What follows belongs to an exercise in optimizing a design on an open flow for small area and a short achievable clock period; a production flow would make more cautious choices.
RTL that was checked went through simulation tests only; none was proved equivalent to the original.
Only the layout flow was run in runs 2 and 3; the RTL was not checked for function there.
Power figures rest on the tool's default switching activity, not on a simulated workload.

`flow/config.mk`:
```
export PLATFORM = sky130hd
export DESIGN_NAME = router
export DESIGN_NICKNAME = router
export VERILOG_FILES = /design/flow/design.v
export SDC_FILE = /design/flow/constraint.sdc
export NUM_CORES = 4
export LEC_CHECK = 0
export CAP_MARGIN = 20
export CORE_MARGIN = 2
export CORE_UTILIZATION = 35
export PLACE_DENSITY = 0.5
export SLEW_MARGIN = 20
```
`flow/constraint.sdc`:
```
create_clock -name core_clock -period 8.0 [get_ports {clk}]
set_input_delay 1.6000 -clock core_clock [delete_from_list [all_inputs] [get_ports {clk}]]
set_output_delay 1.6000 -clock core_clock [all_outputs]
set_load 0.01 [all_outputs]
```
`flow/design.v`:
```
`timescale 1ns/10ps
`default_nettype none
package noc_pkg;
        localparam int NUM_PORTS = 5;    
        typedef enum logic [2:0] {
                NORTH,
                SOUTH,
                EAST,
                WEST,
                LOCAL
        } port_e;
        typedef logic [NUM_PORTS-1:0] port_vec_t;        
        typedef logic [3:0] coord_t;                     
        typedef logic [7:0] payload_t;
        typedef struct packed {
                coord_t x;
                coord_t y;
        } node_addr_t;
        typedef struct packed {
                coord_t   dest_x;
                coord_t   dest_y;
                payload_t payload;
        } flit_t;
endpackage
`default_nettype wire
`timescale 1ns/10ps
`default_nettype none
module input_fifo #(
        parameter int FIFO_DEPTH = 4
) (
        input  wire logic     clk,
        input  wire logic     reset_i,
        input  wire logic     push_i,
        input  noc_pkg::flit_t flit_i,
        input  wire logic     pop_i,
        output noc_pkg::flit_t head_o,
        output logic          nonempty_o
);
        logic [15:0] mem [0:3];
        logic [1:0]  rd_ptr;
        logic [1:0]  wr_ptr;
        logic        last;                       
        assign head_o = mem[rd_ptr];
        assign last   = (rd_ptr + 2'd1 == wr_ptr);
        always_ff @(posedge clk) begin
                if (push_i)
                        mem[wr_ptr] <= flit_i;
        end
        always_ff @(posedge clk) begin
                if (reset_i) begin
                        rd_ptr     <= '0;
                        wr_ptr     <= '0;
                        nonempty_o <= 1'b0;
                end else begin
                        if (push_i)
                                wr_ptr <= wr_ptr + 2'd1;
                        if (pop_i)
                                rd_ptr <= rd_ptr + 2'd1;
                        nonempty_o <= push_i | (nonempty_o & ~(pop_i & last));
                end
        end
endmodule
`default_nettype wire
`timescale 1ns/10ps
`default_nettype none
module route_compute (
        input  noc_pkg::flit_t      head_i,
        input  noc_pkg::node_addr_t location_i,
        output noc_pkg::port_vec_t  req_o
);
        logic x_greater;
        logic x_less;
        logic y_greater;
        logic y_less;
        assign x_greater = (head_i.dest_x > location_i.x);
        assign x_less    = (head_i.dest_x < location_i.x);
        assign y_greater = (head_i.dest_y > location_i.y);
        assign y_less    = (head_i.dest_y < location_i.y);
        assign req_o[noc_pkg::EAST]  = x_greater;
        assign req_o[noc_pkg::WEST]  = x_less;
        assign req_o[noc_pkg::NORTH] = ~x_greater & ~x_less & y_greater;
        assign req_o[noc_pkg::SOUTH] = ~x_greater & ~x_less & y_less;
        assign req_o[noc_pkg::LOCAL] = ~x_greater & ~x_less & ~y_greater & ~y_less;
endmodule
`default_nettype wire
`timescale 1ns/10ps
`default_nettype none
module credit_counter #(
        parameter int FIFO_DEPTH = 4
) (
        input  wire logic         clk,
        input  wire logic         reset_i,
        input  noc_pkg::port_vec_t send_i,
        input  noc_pkg::port_vec_t credit_i,
        output noc_pkg::port_vec_t credit_avail_o
);
        for (genvar o = 0; o < noc_pkg::NUM_PORTS; o++) begin : g_out
                logic [2:0] count;       
                always_ff @(posedge clk) begin
                        if (reset_i)
                                count <= 3'd4;
                        else if (send_i[o] != credit_i[o])
                                count <= send_i[o] ? count - 3'd1 : count + 3'd1;
                end
                assign credit_avail_o[o] = (count != 3'd0);
        end
endmodule
`default_nettype wire
`timescale 1ns/10ps
`default_nettype none
module switch_alloc (
        input  wire logic         clk,
        input  wire logic         reset_i,
        input  wire logic [24:0]  req_i,                 
        input  noc_pkg::port_vec_t credit_avail_i,
        output logic      [24:0]  grant_o,               
        output noc_pkg::port_vec_t pop_o
);
        for (genvar o = 0; o < 5; o++) begin : g_out
                logic [4:0] req;
                logic [2:0] rr_ptr;
                logic [4:0] pick [0:4];                  
                logic [4:0] grant;
                for (genvar i = 0; i < 5; i++) begin : g_req
                        assign req[i] = req_i[5*i + o];
                end
                for (genvar p = 0; p < 5; p++) begin : g_pick
                        always_comb begin
                                pick[p] = '0;
                                for (int k = 4; k >= 0; k--) begin
                                        if (req[(p + k) % 5])
                                                pick[p] = 5'b1 << ((p + k) % 5);
                                end
                        end
                end
                always_comb begin
                        case (rr_ptr)
                                3'd0:    grant = pick[0];
                                3'd1:    grant = pick[1];
                                3'd2:    grant = pick[2];
                                3'd3:    grant = pick[3];
                                default: grant = pick[4];
                        endcase
                        if (!credit_avail_i[o])
                                grant = '0;
                end
                assign grant_o[5*o +: 5] = grant;
                always_ff @(posedge clk) begin
                        if (reset_i)
                                rr_ptr <= 3'd0;
                        else if (grant != '0)
                                rr_ptr <= {grant[3], grant[2] | grant[1], grant[2] | grant[0]};
                end
        end
        always_comb begin
                pop_o = '0;
                for (int o = 0; o < 5; o++)
                        pop_o = pop_o | grant_o[5*o +: 5];
        end
endmodule
`default_nettype wire
`timescale 1ns/10ps
`default_nettype none
module crossbar (
        input  wire logic         clk,
        input  wire logic         reset_i,
        input  wire logic [79:0]  head_i,                
        input  wire logic [24:0]  grant_i,               
        output logic      [79:0]  flit_o,                
        output noc_pkg::port_vec_t valid_o
);
        for (genvar o = 0; o < 5; o++) begin : g_out
                logic [15:0] sel;
                always_comb begin
                        sel = '0;
                        for (int i = 0; i < 5; i++)
                                sel = sel | ({16{grant_i[5*o + i]}} & head_i[16*i +: 16]);
                end
                always_ff @(posedge clk)
                        flit_o[16*o +: 16] <= sel;
        end
        always_ff @(posedge clk) begin
                if (reset_i) begin
                        valid_o <= '0;
                end else begin
                        for (int o = 0; o < 5; o++)
                                valid_o[o] <= |grant_i[5*o +: 5];
                end
        end
endmodule
`default_nettype wire
`timescale 1ns/10ps
`default_nettype none
module router (
        input  wire logic        clk,
        input  wire logic        reset_i,
        input  wire logic [7:0]  location_i,             
        input  wire logic [79:0] flit_i,                 
        input  wire logic [4:0]  valid_i,
        output logic      [4:0]  credit_o,
        output logic      [79:0] flit_o,                 
        output logic      [4:0]  valid_o,
        input  wire logic [4:0]  credit_i
);
        localparam int FIFO_DEPTH = 4;
        logic [79:0] head;                       
        logic [24:0] req;                        
        noc_pkg::port_vec_t   credit_avail;
        logic [24:0] grant;
        noc_pkg::port_vec_t   send;
        noc_pkg::port_vec_t   pop;
        for (genvar p = 0; p < noc_pkg::NUM_PORTS; p++) begin : g_port
                noc_pkg::flit_t     head_p;
                logic               nonempty_p;
                noc_pkg::port_vec_t req_p;
                input_fifo #(
                        .FIFO_DEPTH (FIFO_DEPTH)
                ) u_fifo (
                        .clk        (clk),
                        .reset_i    (reset_i),
                        .push_i     (valid_i[p]),
                        .flit_i     (flit_i[16*p +: 16]),
                        .pop_i      (pop[p]),
                        .head_o     (head_p),
                        .nonempty_o (nonempty_p)
                );
                route_compute u_route (
                        .head_i     (head_p),
                        .location_i (location_i),
                        .req_o      (req_p)
                );
                assign head[16*p +: 16] = head_p;
                assign req[5*p +: 5]    = nonempty_p ? req_p : 5'b0;
        end
        credit_counter #(
                .FIFO_DEPTH (FIFO_DEPTH)
        ) u_credit (
                .clk            (clk),
                .reset_i        (reset_i),
                .send_i         (send),
                .credit_i       (credit_i),
                .credit_avail_o (credit_avail)
        );
        switch_alloc u_alloc (
                .clk            (clk),
                .reset_i        (reset_i),
                .req_i          (req),
                .credit_avail_i (credit_avail),
                .grant_o        (grant),
                .pop_o          (pop)
        );
        for (genvar o = 0; o < noc_pkg::NUM_PORTS; o++) begin : g_send
                assign send[o] = |grant[5*o +: 5];
        end
        crossbar u_xbar (
                .clk     (clk),
                .reset_i (reset_i),
                .head_i  (head),
                .grant_i (grant),
                .flit_o  (flit_o),
                .valid_o (valid_o)
        );
        assign credit_o = pop;   
endmodule
`default_nettype wire
```
`flow/run.sh`:
```
#!/bin/bash
# synth_recipe.tcl (not shown) runs the flow's synth.tcl, then flattens the netlist and writes it again
# the make line also repeats each setting of config.mk as NAME=value (left out here)
make -C /OpenROAD-flow-scripts/flow DESIGN_CONFIG=/design/flow/config.mk WORK_HOME=/design/flow/orfs CLKGATE_MAP_FILE= SYNTH_SCRIPT=/design/flow/synth_recipe.tcl finish
```
==> results of run 1 <==
==> metrics by stage <==
stage          utilization  cell area (µm²)
2_1_floorplan            -            20960
3_3_place_gp        0.4019            23760
3_5_place_dp        0.4019            23760
4_1_cts             0.4297            25410
5_1_grt             0.4297            25410
6_report            0.4297            25410
==> area by class of cell <==
class,count,area share
flip-flops and latches,470,0.4964
multi-input cells,915,0.3093
repair buffers,226,0.08529
clock buffers,72,0.05609
well taps,773,0.03807
clock inverters,23,0.008618
inverters,42,0.006205
==> registers in the layout (all words and copies together) (netlist names), named ones only <==
register	flops
u_credit.g_out.count	15
u_alloc.g_out.rr_ptr	15
u_xbar.valid_o	5
g_port.u_fifo.nonempty_o	5
g_port.u_fifo.mem	320
u_xbar.flit_o	80
g_port.u_fifo.wr_ptr	10
g_port.u_fifo.rd_ptr	10
==> report_power, final <==
part / total (mW) / switching, mW / internal [mW]
combinational: 2.39 / 1.43 / 0.952
clock: 2.30 / 0.956 / 1.34
sequential: 3.05 / 0.215 / 2.84
total: 7.74 / 2.61 / 5.13
==> cell usage after synthesis (9+ instances only) <==
cell type | n | share of area
buf_1 | 18 | 0.0032
a21oi_1 | 43 | 0.010
nor3_1 | 25 | 0.0060
mux4_2 | 80 | 0.086
nor2b_1 | 15 | 0.0045
dfxtp_1 | 150 | 0.14
a222oi_1 | 61 | 0.029
nand2b_1 | 13 | 0.0039
ha_1 | 61 | 0.036
xnor2_1 | 12 | 0.0050
o21ai_0 | 13 | 0.0031
buf_2 | 9 | 0.0021
clkbuf_1 | 65 | 0.012
nand3_1 | 34 | 0.0081
a21o_1 | 12 | 0.0043
nand2_1 | 130 | 0.023
edfxtp_1 | 320 | 0.46
inv_1 | 41 | 0.0073
a211oi_1 | 13 | 0.0047
or3_1 | 12 | 0.0036
a22oi_1 | 104 | 0.037
nor3b_1 | 17 | 0.0061
nor2_1 | 78 | 0.014
a211o_1 | 9 | 0.0038
and2_1 | 25 | 0.0075
==> final timing paths <==
path	from	endpoint	slack [ps]	cells after the start
setup / recovery	register	credit_o[0]	610	11
hold / removal	u_credit.g_out[2].count[1]$_SDFFE_PP0P_	u_credit.g_out[2].count[1]$_SDFFE_PP0P_	530	2
setup reg to reg	register	u_credit.g_out[2].count[2]$_SDFFE_PP1P_	2160	16
hold reg to reg	u_credit.g_out[2].count[1]$_SDFFE_PP0P_	u_credit.g_out[2].count[1]$_SDFFE_PP0P_	530	2
==> cell usage in the layout (no fill, tap or decap), types with 7 or more instances in the layout <==
cell / count
o21ai_0: 13
nor2b_1: 15
buf_4: 38
xnor2_1: 12
ha_1: 61
inv_1: 41
o211ai_1: 8
nor3_1: 25
clkdlybuf4s50_1: 188
clkbuf_8: 7
a222oi_1: 61
a211oi_1: 12
edfxtp_1: 320
and4_1: 7
nand4_1: 8
nor2_1: 78
a22oi_1: 104
clkbuf_16: 51
and2_1: 25
a211o_1: 9
nor3b_1: 17
nand3_1: 34
mux4_2: 80
nand2b_1: 13
nand2_1: 130
clkbuf_1: 14
or3_1: 12
clkinv_2: 11
a21o_1: 12
dfxtp_1: 150
a21oi_1: 41
nor4_1: 7
==> routing by layer <==
metal  vias up  wire [µm]  global-route usage
met4         0       2483             0.08277
met5         -          0                   0
li1       6439          -                   -
met2       735      31410              0.3436
met3       115       5712             0.04274
met1      7253      27420              0.2810
==> cell families (layout without fill, tap and decap cells) <==
logic type	count (synthesis)	after routing	synth area share
buffers and inverters	141	363	0.02722
muxes	86	86	0.08890
and+or+nand+nor	413	413	0.1036
xor gates and xnor gates	19	19	0.009911
DFF	470	470	0.6018
AOI/OAI and AO/OA	332	332	0.1282
adders and majority gates	65	65	0.04024
==> worst max-delay path, stage by stage, from the launching register on <==
cell,delay [ps]
dfxtp_1,830
buf_4,290
mux4_2,640
ha_1,350
and4b_1,210
a211oi_1,480
nor3b_1,590
o32ai_1,200
o211a_1,200
or2_1,270
or4_4,580
clkdlybuf4s50_1,550
==> out/qor.csv, run 1 <==
metric,value,unit
outcome,timing/DRC/antenna clean,
period_needed,7385,ps
tightest_slew,1034,ps
path_class,reg -> out,
clock_skew,20.64,ps
critPathMaxFanout,10,
track_usage,0.2122,
dp.final_hpwl,47610,µm
synth_area_per_cell,13.73,µm²
via_per_inst,5.768,
worst_ep_arrival_time,5790,ps
synth_warnings,9,
cts.htree.levels,2,
fin_hold_ws,534.7,ps
slew_viol_final,0,
start_util,0.3544,
overflow,0,
ant_nets,0,
setup_violations,0,
syn_nets,1691,
drt_iter0_drc,1901,
tritoncts,done,
grt_pass1_vias,14330,
final_nets,1871,
yosysSeqAreaShare,0.6018,
root_buffer,clkbuf_16,
drive_above_1_share,0.1327,
grt_max_degree,86,
die_height,248.7,µm
power,7.735,mW
numCtsBuffers,51,
maxSlewHeadroom,0.3106,
cts_setup_buffers,0,
finalHoldViolCount,0,
drtPass1Iterations,31,
crit_required,6400,ps
cts.path.max_buffers,3,
avgRoutedWirePerCell,26.59,µm
syn2layout_area_growth,21.24,%
n_fill_cell,5450,
finalSetupTns,0,ps
ctsHoldBuffers,0,
max_freq,135.4,MHz
synth-async-reset-ratio,0,
io_pins,190,
critPathCaptureType,primary output,
synth-edff-count,320,
grt_setup_unrepaired,no,
n_antenna_cell,0,
row_count,89,
grt_first_pass_wirelength,97120,µm
dieWidth,248.7,µm
ff_latch_area,12610,µm²
antenna_found_initial,0,
max-cap-violations,0,
synth_cells,1526,
min_path_type,reg -> reg,
portBuffers,189,
yosys_register_bits,470,
fin_crit_sh,0.9232,
ctsResizeCount,0,
fin_ws,614.7,ps
num_vias,14540,
fin_cells,2521,
leakagePower,8.882,nW
gp_congestion,0.9286,
die-area,61850,µm²
synthFlopType,edfxtp_1,
drcViolationCount,0,
clock_sinks,470,
synth_area,20960,µm²
clk_pin_slew_worst_paths,60,ps
powerDensity,304.4,nW/µm²
drt-total-wl,67030,µm
placedCellCount,2426,
worst_skew_pair.late_latency,590,ps
core_area,59130,µm²
multiInputGateArea,7859,µm²
place_ws,715.5,ps
synth.distinct_cells,85,
peakVddDrop,0.0001757,V
start_kind,register,
==> inputs of run 2 (changes only) <==
--- a/flow/design.v
+++ b/flow/design.v
@@ -33,29 +33,37 @@
         input  wire logic     push_i,
         input  noc_pkg::flit_t flit_i,
         input  wire logic     pop_i,
-        output noc_pkg::flit_t head_o,
+        output logic [7:0]    head_dest_o,       
+        output noc_pkg::flit_t prev_o,           
         output logic          nonempty_o
 );
         logic [15:0] mem [0:3];
-        logic [1:0]  rd_ptr;
+        logic [3:0]  rd_oh;                      
         logic [1:0]  wr_ptr;
         logic        last;                       
-        assign head_o = mem[rd_ptr];
-        assign last   = (rd_ptr + 2'd1 == wr_ptr);
+        always_comb begin
+                head_dest_o = '0;
+                prev_o      = '0;
+                for (int k = 0; k < 4; k++) begin
+                        head_dest_o = head_dest_o | ({8{rd_oh[k]}} & mem[k][15:8]);
+                        prev_o      = prev_o | ({16{rd_oh[(k + 1) % 4]}} & mem[k]);
+                end
+        end
+        assign last = rd_oh[(wr_ptr - 2'd1) % 4] ;
         always_ff @(posedge clk) begin
                 if (push_i)
                         mem[wr_ptr] <= flit_i;
         end
         always_ff @(posedge clk) begin
                 if (reset_i) begin
-                        rd_ptr     <= '0;
+                        rd_oh      <= 4'b0001;
                         wr_ptr     <= '0;
                         nonempty_o <= 1'b0;
                 end else begin
                         if (push_i)
                                 wr_ptr <= wr_ptr + 2'd1;
                         if (pop_i)
-                                rd_ptr <= rd_ptr + 2'd1;
+                                rd_oh <= {rd_oh[2:0], rd_oh[3]};
                         nonempty_o <= push_i | (nonempty_o & ~(pop_i & last));
                 end
         end
@@ -64,7 +72,7 @@
 `timescale 1ns/10ps
 `default_nettype none
 module route_compute (
-        input  noc_pkg::flit_t      head_i,
+        input  wire logic [7:0]     dest_i,      
         input  noc_pkg::node_addr_t location_i,
         output noc_pkg::port_vec_t  req_o
 );
@@ -72,10 +80,10 @@
         logic x_less;
         logic y_greater;
         logic y_less;
-        assign x_greater = (head_i.dest_x > location_i.x);
-        assign x_less    = (head_i.dest_x < location_i.x);
-        assign y_greater = (head_i.dest_y > location_i.y);
-        assign y_less    = (head_i.dest_y < location_i.y);
+        assign x_greater = (dest_i[7:4] > location_i.x);
+        assign x_less    = (dest_i[7:4] < location_i.x);
+        assign y_greater = (dest_i[3:0] > location_i.y);
+        assign y_less    = (dest_i[3:0] < location_i.y);
         assign req_o[noc_pkg::EAST]  = x_greater;
         assign req_o[noc_pkg::WEST]  = x_less;
         assign req_o[noc_pkg::NORTH] = ~x_greater & ~x_less & y_greater;
@@ -164,28 +172,25 @@
 module crossbar (
         input  wire logic         clk,
         input  wire logic         reset_i,
-        input  wire logic [79:0]  head_i,                
+        input  wire logic [79:0]  prev_i,                
         input  wire logic [24:0]  grant_i,               
         output logic      [79:0]  flit_o,                
         output noc_pkg::port_vec_t valid_o
 );
+        logic [24:0] sel;                                
+        always_ff @(posedge clk) begin
+                if (reset_i)
+                        sel <= '0;
+                else
+                        sel <= grant_i;
+        end
         for (genvar o = 0; o < 5; o++) begin : g_out
-                logic [15:0] sel;
                 always_comb begin
-                        sel = '0;
+                        flit_o[16*o +: 16] = '0;
                         for (int i = 0; i < 5; i++)
-                                sel = sel | ({16{grant_i[5*o + i]}} & head_i[16*i +: 16]);
-                end
-                always_ff @(posedge clk)
-                        flit_o[16*o +: 16] <= sel;
-        end
-        always_ff @(posedge clk) begin
-                if (reset_i) begin
-                        valid_o <= '0;
-                end else begin
-                        for (int o = 0; o < 5; o++)
-                                valid_o[o] <= |grant_i[5*o +: 5];
-                end
+                                flit_o[16*o +: 16] = flit_o[16*o +: 16] | ({16{sel[5*o + i]}} & prev_i[16*i +: 16]);
+                end
+                assign valid_o[o] = |sel[5*o +: 5];
         end
 endmodule
 `default_nettype wire
@@ -203,14 +208,14 @@
         input  wire logic [4:0]  credit_i
 );
         localparam int FIFO_DEPTH = 4;
-        logic [79:0] head;                       
+        logic [79:0] prev;                       
         logic [24:0] req;                        
         noc_pkg::port_vec_t   credit_avail;
         logic [24:0] grant;
         noc_pkg::port_vec_t   send;
         noc_pkg::port_vec_t   pop;
         for (genvar p = 0; p < noc_pkg::NUM_PORTS; p++) begin : g_port
-                noc_pkg::flit_t     head_p;
+                logic [7:0]         dest_p;
                 logic               nonempty_p;
                 noc_pkg::port_vec_t req_p;
                 input_fifo #(
@@ -221,15 +226,15 @@
                         .push_i     (valid_i[p]),
                         .flit_i     (flit_i[16*p +: 16]),
                         .pop_i      (pop[p]),
-                        .head_o     (head_p),
+                        .head_dest_o (dest_p),
+                        .prev_o     (prev[16*p +: 16]),
                         .nonempty_o (nonempty_p)
                 );
                 route_compute u_route (
-                        .head_i     (head_p),
+                        .dest_i     (dest_p),
                         .location_i (location_i),
                         .req_o      (req_p)
                 );
-                assign head[16*p +: 16] = head_p;
                 assign req[5*p +: 5]    = nonempty_p ? req_p : 5'b0;
         end
         credit_counter #(
@@ -255,7 +260,7 @@
         crossbar u_xbar (
                 .clk     (clk),
                 .reset_i (reset_i),
-                .head_i  (head),
+                .prev_i  (prev),
                 .grant_i (grant),
                 .flit_o  (flit_o),
                 .valid_o (valid_o)
--- a/flow/config.mk
+++ b/flow/config.mk
@@ -7,6 +7,7 @@
 export LEC_CHECK = 0
 export CAP_MARGIN = 20
 export CORE_MARGIN = 2
-export CORE_UTILIZATION = 35
-export PLACE_DENSITY = 0.5
+export CORE_UTILIZATION = 50
+export PLACE_DENSITY = 0.65
+export SETUP_SLACK_MARGIN = 3.0
 export SLEW_MARGIN = 20
==> out/qor.csv, run 2 <==
metric,value,unit,change
outcome,timing/DRC/antenna clean,,
p_sw,2.839,mW,+9.0%
fin_crit_sh,0.7470,,-0.1762
leakagePower,9.158,nW,+3.1%
dieWidth,207.1,µm,-17%
maxSlewHeadroom,0.3670,,+0.05633
drcViolationCount,0,,unchanged
grt_first_pass_wirelength,103600,µm,+6.7%
worst_skew_pair.late_latency,580,ps,about the same
clock_skew,33.02,ps,+12.39 ps
synth_area,20630,µm²,-1.6%
yosys-mux-area-fraction,0.01468,,-0.07422
synthXorXnorAreaFrac,0.004731,,-0.005180
via_per_inst,6.777,,+17%
die-area,42900,µm²,-31%
num_vias,17190,,+18%
worst_ep_arrival_time,4380,ps,-1410 ps
max-cap-violations,0,,unchanged
portBuffers,189,,unchanged
slew_viol_final,0,,unchanged
top_regs,"g_port.u_fifo.mem x320, u_xbar.sel x25, g_port.u_fifo.rd_oh x20",,
use_met2,0.4841,,+0.1406
min_path_type,reg -> reg,,
start_kind,input port,,
critPathCaptureType,primary output,,
multiInputGateArea,9054,µm²,+15%
busiest_layer,met2,,
ant_nets,0,,unchanged
setup_violations,0,,unchanged
dp.final_hpwl,48950,µm,+2.8%
synth_top_area_share,0.4658,,+0.007287
yosys_register_bits,410,,-13%
min_from,g_port[2].u_fifo.rd_oh[0]$_SDFFE_PP1P_,,
avgRoutedWirePerCell,27.93,µm,+5.0%
grt_setup_unrepaired,yes,,
synth.most_common_cell,edfxtp_1,,
worstHoldPathCells,2,,unchanged
largest_register,g_port.u_fifo.mem,,
fin_ws,2024,ps,+1409 ps
drive_above_1_share,0.1347,,+0.002007
r2r_setup_slack,3170,ps,+1010 ps
yosys.area.top_type,edfxtp_1,,
rr_worst_depth,19,,+3
p_int,4.645,mW,-9.5%
core_area,40740,µm²,-31%
synth_compound_area_frac,0.2273,,+0.09902
yosysSeqAreaShare,0.5532,,-0.04866
place_ws,731.8,ps,+16.31 ps
synth_area_leaders,"edfxtp_1 (47%), a22oi_1 (11%), dfxtp_1 (8.7%)",,
final_cell_mix,"edfxtp_1 (320), a22oi_1 (302), nand2_1 (259)",,
cts.path.max_buffers,3,,unchanged
drtPass1Iterations,13,,-58%
grt_pass1_vias,16220,,+13%
max_freq,167.3,MHz,+24%
peakVddDrop,0.0001708,V,-2.8%
drt_iter0_drc,2844,,+50%
synthTopCellsByCount,"edfxtp_1 (320), a22oi_1 (303), nand2_1 (264)",,
power.clock.fraction,0.262,,-0.035
synth_top_family_by_area,compound AO/OA/AOI/OAI gates,,
synth_warnings,9,,unchanged
r2r_start,g_port[1].u_fifo.rd_oh[3]$_SDFFE_PP0P_,,
final_nets,2135,,+14%
holdPathEnd,g_port[2].u_fifo.rd_oh[1]$_SDFFE_PP0P_,,
crit_required,6400,ps,about the same
synthFlopType,edfxtp_1,,
synth.distinct_cells,90,,+5.9%
drt-total-wl,70860,µm,+5.7%
synth-simple-area-share,0.1220,,+0.01839
grtUsageMet1,0.4371,,+0.1561
cts.htree.levels,2,,unchanged
finalSetupTns,0,ps,unchanged
overflow,0,,unchanged
utilization,0.6180,,+0.1883
path_class,in -> out,,
powerDensity,297.2,nW/µm²,-2.4%
root_buffer,clkbuf_16,,
largest_reg_flops,320,,unchanged
syn_nets,1979,,+17%
numCtsBuffers,44,,-14%
row_count,74,,-17%
track_usage,0.3193,,+0.1071
r2r-end,u_credit.g_out[0].count[1]$_SDFFE_PP0P_,,
clock_sinks,410,,-13%
period_needed,5976,ps,-1409 ps
syn2layout_area_growth,22.05,%,
tightest_slew,948.2,ps,-85.80 ps
start_util,0.5064,,+0.1519
clk_pin_slew_worst_paths,60,ps,about the same
ff_latch_area,11420,µm²,-9.5%
tritoncts,done,,
critPathMaxFanout,5,,-5
synth-edff-count,320,,unchanged
synth_area_per_cell,11.37,µm²,-17%
synth_cells,1814,,+19%
final_common_cell,edfxtp_1,,
grt_max_degree,67,,-22%
synth-async-reset-ratio,0,,unchanged
die_height,207.1,µm,-17%
antenna_found_initial,1,,+1
met3_usage,0.06959,,+0.02685
gp_congestion,0.9474,,+2.0%
switching_share,0.3793,,+0.04251
n_fill_cell,3299,,-39%
comb_power_share,0.376,,+0.067
synthAdderAreaFrac,0.04088,,+0.0006395
io_pins,190,,unchanged
seqPwrFrac,0.362,,-0.032
finalHoldViolCount,0,,unchanged
-- run 2: cell count changes after synthesis, moves of 18 or more --
cell | before | now
nand2_1 | 130 | 264
clkbuf_1 | 65 | 125
a222oi_1 | 61 | 80
dfxtp_1 | 150 | 90
mux4_2 | 80 | 5
a22oi_1 | 104 | 303
a21oi_1 | 43 | 25
-- run 2: layout make-up --
type	count	share of cell area
Clock inverter	12	0.004075
Multi-Input combinational cell	1211	0.3596
Antenna cell	1	0.00009939
Tap cell	532	0.02644
Clock buffer	68	0.05054
Sequential cell	410	0.4534
Timing Repair Buffer	263	0.09875
Inverter	40	0.007057
-- run 2: cells by family (layout without fill, tap and decap cells) --
kind of cell               after synthesis  after routing
other                                    0              1
muxes                                   24             24
buffers and inverters                  193            383
DFF                                    410            410
and+or+nand+nor                        531            531
AOI/OAI and AO/OA                      583            583
adders and majority gates               65             65
xor gates and xnor gates                 8              8
-- run 2: per-stage QoR --
step | instance area [µm²] | cells | hold slack (ps) | power [mW]
2_1_floorplan | 20680 | 1814 | 474.0 | 4.152
3_3_place_gp | 22840 | 2413 | 481.6 | 5.163
3_5_place_dp | 22840 | 2413 | 492.2 | 5.214
4_1_cts | 24930 | 2525 | 501.8 | 7.348
5_1_grt | 25180 | 2537 | 535.7 | 7.763
6_report | 25180 | 2537 | 502.6 | 7.484
-- run 2: how the worst max path moves through the flow --
stage,cells after the start,slack (ps),to,from
2_1_floorplan,12,2390,credit_o[4],location_i[5]
3_5_place_dp,13,730,credit_o[0],location_i[2]
5_1_grt,16,1890,credit_o[0],location_i[6]
3_3_place_gp,13,820,credit_o[0],location_i[2]
6_report,15,2020,credit_o[0],location_i[6]
4_1_cts,14,1990,credit_o[3],location_i[6]
-- run 2: critical path, stage by stage --
cell,delay (ps)
buf_6,80
clkinvlp_4,190
ha_4,370
nand3_4,70
o221a_4,300
or4_4,570
o311a_1,160
nor3_1,170
or4_1,150
buf_6,130
nand2_4,50
nor3b_4,200
buf_6,170
inv_6,50
buf_6,110
-- run 2: repair_timing --
| item | in CTS | in global routing |
|---|---|---|
| pin swaps | 29 | 32 |
| resized for setup | 124 | 47 |
| hold buffers | 0 | 0 |
| setup buffers | 32 | 11 |
| setup endpoints to repair | 15 | 15 |
-- run 2: power by group through the flow --
| stage | clock (mW) | sequential [mW] | combinational (mW) |
|---|---|---|---|
| detailed placement | 0 | 2.73 | 2.48 |
| CTS | 1.98 | 2.69 | 2.68 |
| finish | 1.96 | 2.71 | 2.81 |
| floorplan | 0 | 2.56 | 1.59 |
| global route | 2.06 | 2.72 | 2.98 |
| global placement | 0 | 2.73 | 2.44 |
-- run 2: per-layer routing --
metal | part of all wire | up-vias | wire length, µm
met1 | 0.39 | 8396 | 27950
met5 | 0 | - | 0
met4 | 0.052 | 0 | 3703
met2 | 0.44 | 1066 | 31380
li1 | - | 7523 | -
met3 | 0.11 | 208 | 7821
==> inputs of run 3 (changes only) <==
--- a/flow/design.v
+++ b/flow/design.v
@@ -61,7 +61,7 @@
                         nonempty_o <= 1'b0;
                 end else begin
                         if (push_i)
-                                wr_ptr <= wr_ptr + 2'd1;
+                                wr_ptr <= {wr_ptr[1] ^ wr_ptr[0], ~wr_ptr[0]};
                         if (pop_i)
                                 rd_oh <= {rd_oh[2:0], rd_oh[3]};
                         nonempty_o <= push_i | (nonempty_o & ~(pop_i & last));
@@ -103,14 +103,16 @@
         output noc_pkg::port_vec_t credit_avail_o
 );
         for (genvar o = 0; o < noc_pkg::NUM_PORTS; o++) begin : g_out
-                logic [2:0] count;       
+                logic [2:0] used;
                 always_ff @(posedge clk) begin
                         if (reset_i)
-                                count <= 3'd4;
-                        else if (send_i[o] != credit_i[o])
-                                count <= send_i[o] ? count - 3'd1 : count + 3'd1;
-                end
-                assign credit_avail_o[o] = (count != 3'd0);
+                                used <= 3'd0;
+                        else if (send_i[o] && !credit_i[o])
+                                used <= {used[1] & used[0], used[1] ^ used[0], ~used[0]};
+                        else if (credit_i[o] && !send_i[o])
+                                used <= {1'b0, used[2] | (used[1] & used[0]), ~used[0]};
+                end
+                assign credit_avail_o[o] = ~used[2];
         end
 endmodule
 `default_nettype wire
@@ -178,11 +180,15 @@
         output noc_pkg::port_vec_t valid_o
 );
         logic [24:0] sel;                                
+        always_ff @(posedge clk)
+                sel <= grant_i;
         always_ff @(posedge clk) begin
-                if (reset_i)
-                        sel <= '0;
-                else
-                        sel <= grant_i;
+                if (reset_i) begin
+                        valid_o <= '0;
+                end else begin
+                        for (int o = 0; o < 5; o++)
+                                valid_o[o] <= |grant_i[5*o +: 5];
+                end
         end
         for (genvar o = 0; o < 5; o++) begin : g_out
                 always_comb begin
@@ -190,7 +196,6 @@
                         for (int i = 0; i < 5; i++)
                                 flit_o[16*o +: 16] = flit_o[16*o +: 16] | ({16{sel[5*o + i]}} & prev_i[16*i +: 16]);
                 end
-                assign valid_o[o] = |sel[5*o +: 5];
         end
 endmodule
 `default_nettype wire
==> flow/flow/run.sh (new file) <==
#!/bin/bash
# Standard layout, with the smallest buffer on every port instead of the
# flow's default pick.
set -euo pipefail
export BUFFER_PORTS_ARGS="-buffer_cell sky130_fd_sc_hd__buf_1"
bash standard.sh > standard_flow.log 2>&1
==> flow/standard.sh (new file) <==
#!/bin/bash
# synth_recipe.tcl (not shown) runs the flow's synth.tcl, then flattens the netlist and writes it again
# the make line also repeats each setting of config.mk as NAME=value (left out here)
make -C /OpenROAD-flow-scripts/flow DESIGN_CONFIG=/design/flow/config.mk WORK_HOME=/design/flow/orfs CLKGATE_MAP_FILE= SYNTH_SCRIPT=/design/flow/synth_recipe.tcl "${@:-finish}"
removed: flow/run.sh
==> out/qor.csv, run 3 <==
metric,value,unit,change
outcome,timing/DRC/antenna clean,,
top_regs,"g_port.u_fifo.mem x320, u_xbar.sel x25, g_port.u_fifo.rd_oh x20",,
multiInputGateArea,8557,µm²,-5.5%
synth-edff-count,320,,unchanged
drtPass1Iterations,11,,-2
worstPathCellList,"buf_8, clkinvlp_4, buf_12, ha_4, a21o_1, nand2_2, a221o_1, o211ai_1, a2111oi_2, or2_4, nor4b_4, inv_2, buf_6, buf_6",,
rr_worst_depth,30,,+11
cp_common_cell,buf_6,,
crit_path_max_incr_delay,470,ps,-100 ps
fin_crit_sh,0.7510,,+0.004010
row_count,73,,-1.4%
synth_area,20280,µm²,-1.7%
worst_skew_pair.late_latency,590,ps,about the same
drcViolationCount,0,,unchanged
io_pins,190,,unchanged
root_buffer,clkbuf_16,,
die-area,42180,µm²,-1.7%
portBuffers,189,,unchanged
gp_congestion,0.9430,,-0.46%
synth_area_leaders,"edfxtp_1 (47%), a22oi_1 (11%), dfxtp_1 (9.4%)",,
grt_setup_unrepaired,yes,,
r2r_setup_slack,2110,ps,-1060 ps
ff_latch_area,11510,µm²,+0.87%
tritoncts,done,,
grt_pass1_vias,15660,,-3.5%
via_per_inst,6.666,,-1.6%
antenna_found_initial,2,,+1
synth_cells,1742,,-4.0%
utilization,0.5956,,-0.02241
slew_viol_final,0,,unchanged
final_nets,2106,,-1.4%
syn_nets,1912,,-3.4%
power,7.503,mW,+0.26%
peakVddDrop,0.0002615,V,+53%
overflow,0,,unchanged
avgRoutedWirePerCell,27.70,µm,-0.81%
n_fill_cell,3177,,-3.7%
synth_area_per_cell,11.64,µm²,+2.4%
clk_pin_slew_worst_paths,60,ps,about the same
leakagePower,8.862,nW,-3.2%
die_height,205.4,µm,-0.84%
critPathLaunch,location_i[7],,
setup_violations,0,,unchanged
min_path_type,reg -> reg,,
ctsHoldBuffers,0,,unchanged
maxSlewHeadroom,0.3431,,-0.02389
yosysSeqAreaShare,0.5677,,+0.01453
synth.most_common_cell,edfxtp_1,,
finalSetupTns,0,ps,unchanged
path_buf_inv,6,,unchanged
period_needed,6008,ps,+32.08 ps
drive_above_1_share,0.1344,,-0.0002810
cpMaxStageDelayCell,a221o_1,,
synth.distinct_cells,92,,+2.2%
dp.final_hpwl,47490,µm,-3.0%
powerDensity,315.6,nW/µm²,+6.2%
yosys.area.top_type,edfxtp_1,,
path_delay_family,compound AO/OA/AOI/OAI gates,,
cp-endpoint,credit_o[3],,
dieWidth,205.4,µm,-0.84%
syn2layout_area_growth,17.24,%,
grt_max_degree,55,,-18%
core_area,39910,µm²,-2.0%
synthTopCellsByCount,"edfxtp_1 (320), a22oi_1 (302), nand2_1 (246)",,
start_util,0.5080,,+0.001652
r2r-end,g_port[3].u_fifo.nonempty_o$_SDFF_PP0_,,
synthFlopType,edfxtp_1,,
ant_nets,0,,unchanged
finalHoldViolCount,0,,unchanged
fin_hold_ws,504.2,ps,+1.593 ps
tightest_slew,984.0,ps,+35.78 ps
max_freq,166.4,MHz,-0.53%
num_vias,16650,,-3.1%
final_common_cell,edfxtp_1,,
numCtsBuffers,43,,-2.3%
critPathMaxFanout,5,,unchanged
crit_required,6400,ps,about the same
grt_first_pass_wirelength,100300,µm,-3.2%
cts.path.max_buffers,3,,unchanged
synth-async-reset-ratio,0,,unchanged
clock_skew,18.71,ps,-14.32 ps
start_kind,input port,,
final_cell_mix,"edfxtp_1 (320), a22oi_1 (302), nand2_1 (241)",,
worst-path-stages,14,,-1
drt-total-wl,69200,µm,-2.3%
r2r_start,g_port[0].u_fifo.rd_oh[0]$_SDFFE_PP1P_,,
synth_warnings,9,,unchanged
largest_reg_flops,320,,unchanged
max-cap-violations,0,,unchanged
path_class,in -> out,,
largest_register,g_port.u_fifo.mem,,
yosys_register_bits,415,,+1.2%
synth_top_area_share,0.4739,,+0.008077
critPathCaptureType,primary output,,
cts.htree.levels,2,,unchanged
drt_iter0_drc,2853,,+0.32%
clock_sinks,415,,+1.2%
track_usage,0.3247,,+0.005455
worst_ep_arrival_time,4410,ps,+30 ps
[run 3: cell count changes after synthesis, moves of 10 or more]
| cell | previous run | this run |
|---|---|---|
| nor2b_1 | 23 | 9 |
| inv_1 | 38 | 49 |
| nand2_1 | 264 | 246 |
| buf_1 | 17 | 7 |
| a31oi_1 | 20 | 6 |
| nand3_1 | 31 | 12 |
| a21oi_1 | 25 | 36 |
| clkbuf_1 | 125 | 106 |
| nor2_1 | 73 | 94 |
| nor3_1 | 27 | 12 |
[run 3: kinds of logic after synthesis]
group / after synthesis / share of synthesized area
buf+inv: 177 / 0.03412
simple gates: 460 / 0.1033
compound gates: 580 / 0.2295
fa+ha+maj: 70 / 0.04319
flops: 415 / 0.5677
xor+xnor: 10 / 0.004319
mux: 30 / 0.01789
[run 3: tightest hold or removal path, delay by kind of cell (launching register included)]
kind               cells  cell delay (ps)
AOI/OAI and AO/OA      1               70
DFF                    1              330
and+or+nand+nor        1               70
[run 3: report_power, final]
part | total (mW) | leakage [nW] | switching (mW) | internal (mW)
Sequential | 2.76 | 3.72 | 0.268 | 2.49
Combinational | 2.73 | 4.45 | 1.78 | 0.945
Clock | 2.02 | 0.701 | 0.866 | 1.15
[run 3: worst min-delay path by stage]
stage | from | to | depth (start not counted)
after CTS | u_credit.g_out[2].used[1]$_SDFFE_PP0P_ | u_credit.g_out[2].used[1]$_SDFFE_PP0P_ | 2
after floorplan | u_credit.g_out[0].used[1]$_SDFFE_PP0P_ | u_credit.g_out[0].used[1]$_SDFFE_PP0P_ | 2
after detailed placement | u_credit.g_out[2].used[1]$_SDFFE_PP0P_ | u_credit.g_out[2].used[1]$_SDFFE_PP0P_ | 2
after global placement | u_credit.g_out[2].used[1]$_SDFFE_PP0P_ | u_credit.g_out[2].used[1]$_SDFFE_PP0P_ | 2
after global routing | u_credit.g_out[2].used[1]$_SDFFE_PP0P_ | u_credit.g_out[2].used[1]$_SDFFE_PP0P_ | 2
final | u_credit.g_out[2].used[1]$_SDFFE_PP0P_ | u_credit.g_out[2].used[1]$_SDFFE_PP0P_ | 2
[run 3: final cells by class]
| cell class | count | area share |
|---|---|---|
| sequential | 415 | 0.4844 |
| multi-input combinational | 1150 | 0.3599 |
| timing repair buffer | 269 | 0.05863 |
| clock buffer | 55 | 0.04968 |
| tap | 525 | 0.02763 |
| clock inverter | 25 | 0.01016 |
| inverter | 57 | 0.009368 |
| antenna | 2 | 0.0002105 |
[run 3: stage by stage]
stage               cell area (µm²)  instances  setup WS, ps
floorplan                     20390       1742          2454
global placement              21450       2359          1720
detailed placement            21450       2359          1597
CTS                           23610       2486          2190
global route                  23770       2496          1951
finish                        23770       2498          1992
[run 3: repair_timing]
item	4_1_cts	5_1_grt
endpoints found under the setup margin	5	7
resized for setup	77	19
pin swaps	39	17
setup buffers	47	10
[run 3: metal layers]
metal  vias up  part of all wire  global-route usage
met5         -                 0                   0
met4         0             0.052              0.1526
met3       173              0.10             0.07697
met2       962              0.45              0.4937
met1      8166              0.40              0.4406
li1       7351                 -                   -

re-timing with driven ports:
The results above use ideal ports. As a check the final layouts listed here were re-extracted and re-timed, cells and wires unchanged.
Step 1 sets driving cells, clkbuf_16 on the clock port and buf_2 on the other inputs (assumed; they add their load-dependent delay and slew).
Step 2 adds t to the input delays and takes it off the output delays; t is the mean of the earliest and latest rising clock arrival at the registers after step 1. Input paths then give back, and output paths get back, about the clock's delay inside the block.
Three values: ideal ports, drivers, drivers and shift; two values: the first two.
run	t (ns)	setup slack, ns	cell pins on the clock port's net
run 1	0.643	0.615 / 0.552 / 0.678	1
run 2	0.625	2.024 / 1.984 / 1.984	1
run 3	0.641	1.992 / 1.941 / 1.364	1
After both steps setup and hold are still met in every run listed. For run 3, which loses most, drivers alone change the setup slack by -0.051 ns; drivers and shift together by -0.628 ns.
